This design comes from an exercise in tuning for a short achievable clock period and few clock cycles on the open sky130 flow, not from production work. Where RTL was checked, it was by simulation tests only, not by an equivalence proof against the original. Power and IR drop assume default switching activity.

// mips_cpu_harvard
module mips_cpu_harvard #(
	parameter mips_pkg::word_t RESET_VECTOR = 32'hBFC0_0000
) (
	input  logic        clk,
	input  logic        reset,
	output logic        active,
	output logic [31:0] register_v0,
	input  logic        clk_enable,
	output logic [31:0] instr_address,
	input  logic [31:0] instr_readdata,
	output logic [31:0] data_address,
	output logic        data_write,
	output logic        data_read,
	output logic [31:0] data_writedata,
	input  logic [31:0] data_readdata
);
	logic advance;
	mips_pkg::alu_sel_t  f_alu_sel;
	mips_pkg::reg_addr_t f_rs;
	mips_pkg::reg_addr_t f_rt;
	mips_pkg::reg_addr_t f_wa;
	logic                f_use_imm;
	mips_pkg::word_t     f_imm;
	logic                f_uses_rs;
	logic                f_uses_rt;
	logic                f_ld;
	logic                f_st;
	logic                f_beq;
	logic                f_bne;
	logic                f_j;
	logic                f_jr;
	logic                f_pred;
	logic                f_indep;
	logic                f_static;
	logic                f_stall;
	logic                f_enter;
	mips_pkg::word_t     f_a;
	mips_pkg::word_t     f_b;
	mips_pkg::word_t     f_pc4;
	mips_pkg::word_t     f_btarget;
	mips_pkg::word_t     f_jtarget;
	logic                f_fwd_a;
	logic                f_fwd_b;
	mips_pkg::word_t     f_a_fwd;
	mips_pkg::word_t     f_b_fwd;
	mips_pkg::alu_sel_t  e_alu_sel;
	mips_pkg::word_t     e_a;
	mips_pkg::word_t     e_b;        
	mips_pkg::word_t     e_opb;      
	mips_pkg::shamt_t    e_shamt;
	mips_pkg::reg_addr_t e_wa;
	logic                e_ld;
	logic                e_st;
	logic                e_beq;
	logic                e_bne;
  ...
export LEC_CHECK = 0
export ABC_CLOCK_PERIOD_IN_PS = 4000
export CAP_MARGIN = 20
export CORE_MARGIN = 2
export CORE_UTILIZATION = 40
export PLACE_DENSITY = 0.6
export SETUP_SLACK_MARGIN = 5
export SLEW_MARGIN = 20
create_clock -name core_clock -period 11.0 [get_ports {clk}]
standard.sh (not shown) runs the stock make flow with config.mk's settings and CLKGATE_MAP_FILE= SYNTH_SCRIPT=/design/flow/synth_recipe.tcl, a recipe that flattens the netlist after the stock synthesis.
==> flow/flow/run.sh <==
#!/bin/bash
set -uo pipefail
bash standard.sh SETUP_SLACK_MARGIN=6.3 finish > standard.log 2>&1
Edit:
--- a/flow/design.v
+++ b/flow/design.v
@@ -297,38 +297,35 @@
 `default_nettype none
 module mips_pc #(
 	parameter mips_pkg::word_t RESET_VECTOR = 32'hBFC0_0000
 ) (
 	input  logic            clk,
 	input  logic            reset,
 	input  logic            advance,         
-	input  logic            redirect,        
-	input  mips_pkg::word_t redirect_pc,
 	input  logic            hold,            
 	input  logic            is_jr,
 	input  mips_pkg::word_t jr_target,
 	input  logic            is_j,
-	input  logic            predict_taken,
+	input  logic            branch_taken,
 	input  logic [25:0]     jump_index,
 	input  logic [15:0]     offset,
 	output mips_pkg::word_t pc,
 	output mips_pkg::word_t pc_plus4,
 	output mips_pkg::word_t branch_target,
 	output mips_pkg::word_t jump_target
 );
 	mips_pkg::word_t pc_next;
 	assign pc_plus4      = pc + 32'd4;
 	assign branch_target = pc_plus4 + {{14{offset[15]}}, offset, 2'b00};
 	assign jump_target   = {pc_plus4[31:28], jump_index, 2'b00};
 	always_comb begin
-		if (redirect)           pc_next = redirect_pc;
-		else if (hold)          pc_next = pc;
+		if (hold)               pc_next = pc;
 		else if (is_jr)         pc_next = jr_target;
 		else if (is_j)          pc_next = jump_target;
-		else if (predict_taken) pc_next = branch_target;
+		else if (branch_taken)  pc_next = branch_target;
 		else                    pc_next = pc_plus4;
 	end
 	always_ff @(posedge clk) begin
 		if (reset) begin
 			pc <= RESET_VECTOR;
 		end else if (advance) begin
 			pc <= pc_next;
@@ -366,16 +363,14 @@
 	logic                f_ld;
 	logic                f_st;
 	logic                f_beq;
 	logic                f_bne;
 	logic                f_j;
 	logic                f_jr;
 	logic                f_pred;
-	logic                f_indep;
-	logic                f_static;
 	logic                f_stall;
 	logic                f_enter;
 	mips_pkg::word_t     f_a;
 	mips_pkg::word_t     f_b;
 	mips_pkg::word_t     f_pc4;
 	mips_pkg::word_t     f_btarget;
 	mips_pkg::word_t     f_jtarget;
@@ -391,21 +386,17 @@
 	mips_pkg::reg_addr_t e_wa;
 	logic                e_ld;
 	logic                e_st;
 	logic                e_beq;
 	logic                e_bne;
 	logic                e_j;
 	logic                e_jr;
-	logic                e_pred;
+	logic                e_taken;
 	mips_pkg::word_t     e_target;
-	mips_pkg::word_t     e_pc4;
 	mips_pkg::word_t     x_result;
-	logic                x_taken;
-	logic                x_redirect;
-	mips_pkg::word_t     x_redirect_pc;
 	logic                x_halt;
 	mips_pkg::word_t     m_result;
 	mips_pkg::word_t     m_sd;
 	mips_pkg::reg_addr_t m_wa;
 	logic                m_rd;
 	logic                m_wr;
 	mips_pkg::word_t     m_wdata;
@@ -423,20 +414,18 @@
 		.is_load     (f_ld),
 		.is_store    (f_st),
 		.is_beq      (f_beq),
 		.is_bne      (f_bne),
 		.is_j        (f_j),
 		.is_jr       (f_jr)
 	);
-	assign f_indep  = !f_fwd_a && !f_fwd_b;
-	assign f_static = instr_readdata[15] || (f_beq && f_rs == f_rt) || (f_bne && f_rs != f_rt);
-	assign f_pred   = (f_beq || f_bne) && (f_indep ? (f_beq == (f_a == f_b)) : f_static);
+	assign f_pred  = (f_beq || f_bne) && (f_beq == (f_a_fwd == f_b_fwd));
 	assign f_stall = e_ld && (e_wa != 5'd0) &&
 	                 ((f_uses_rs && e_wa == f_rs) || (f_uses_rt && e_wa == f_rt));
-	assign f_enter = !x_redirect && !f_stall;
+	assign f_enter = !f_stall;
 	assign m_wdata = m_rd ? data_readdata : m_result;
 	assign f_fwd_a = !e_ld && e_wa != 5'd0 && e_wa == f_rs;
 	assign f_fwd_b = !e_ld && e_wa != 5'd0 && e_wa == f_rt;
 	assign f_a_fwd = f_fwd_a ? x_result : f_a;
 	assign f_b_fwd = f_fwd_b ? x_result : f_b;
 	mips_register_file u_register_file (
 		.clk          (clk),
@@ -451,21 +440,19 @@
 	);
 	mips_pc #(
 		.RESET_VECTOR (RESET_VECTOR)
 	) u_pc (
 		.clk           (clk),
 		.reset         (reset),
 		.advance       (advance),
-		.redirect      (x_redirect),
-		.redirect_pc   (x_redirect_pc),
 		.hold          (f_stall),
 		.is_jr         (f_jr),
 		.jr_target     (f_a_fwd),
 		.is_j          (f_j),
-		.predict_taken (f_pred),
+		.branch_taken  (f_pred),
 		.jump_index    (instr_readdata[25:0]),
 		.offset        (instr_readdata[15:0]),
 		.pc            (instr_address),
 		.pc_plus4      (f_pc4),
 		.branch_target (f_btarget),
 		.jump_target   (f_jtarget)
 	);
@@ -491,36 +478,26 @@
 	always_ff @(posedge clk) begin
 		if (advance) begin
 			e_alu_sel <= f_alu_sel;
 			e_a       <= f_a_fwd;
 			e_b       <= f_b_fwd;
 			e_opb     <= f_use_imm ? f_imm : f_b_fwd;
 			e_shamt   <= instr_readdata[10:6];
-			e_pred    <= f_pred;
+			e_taken   <= f_pred;
 			e_target  <= f_j ? f_jtarget : f_btarget;
-			e_pc4     <= f_pc4;
 		end
 	end
 	mips_alu u_alu (
 		.a      (e_a),
 		.b      (e_opb),
 		.shamt  (e_shamt),
 		.sel    (e_alu_sel),
 		.result (x_result)
 	);
-	assign x_taken = (e_beq && (e_a == e_b)) || (e_bne && (e_a != e_b));
-	always_comb begin
-		x_redirect    = 1'b0;
-		x_redirect_pc = e_target;
-		if ((e_beq || e_bne) && (x_taken != e_pred)) begin
-			x_redirect    = 1'b1;
-			x_redirect_pc = x_taken ? e_target : e_pc4;
-		end
-	end
-	assign x_halt = (e_jr && e_a == '0) || ((x_taken || e_j) && e_target == '0);
+	assign x_halt = (e_jr && e_a == '0) || ((e_taken || e_j) && e_target == '0);
 	always_ff @(posedge clk) begin
 		if (reset) begin
 			active <= 1'b1;
 		end else if (advance && x_halt) begin
 			active <= 1'b0;    
 		end
 	end
The new run completed with no timing, DRC or antenna violations; total power goes down by about 0.37%; sequential share of layout area goes down by 1.3 points; design area goes up by about 0.32%; sequential power goes down by about 3%; register-to-register slack degrades by 620 ps.
Testbench counts after the change, summed over its fixed seeds: cycles 36,006.
Only the layout flow was run in the first run of this note; the RTL was not checked for function there.

separate check: timing with driven ports:
The results above use ideal ports. As a check the final layouts listed here were re-extracted and re-timed, cells and wires unchanged.
Step 1 sets driving cells, clkbuf_16 on the clock port and buf_2 on the other inputs (assumed; they add their load-dependent delay and slew).
Step 2 also shifts input and output timing later by t, the mid clock arrival at the registers, as if the neighbouring blocks saw the same clock.
Three values: ideal ports, drivers, drivers and shift; two values: the first two.
run | shift t [ns] | slack for setup (ns) | cell pins on the clock port's net
the first run | 0.873 | 5.243 / 5.055 / 4.182 | 1
the second run | 0.901 | 5.168 / 4.878 / 3.977 | 1
After both steps setup and hold are still met in every run listed. For the second run, which loses most, drivers alone change the setup slack by -0.290 ns; drivers and shift together by -1.191 ns.
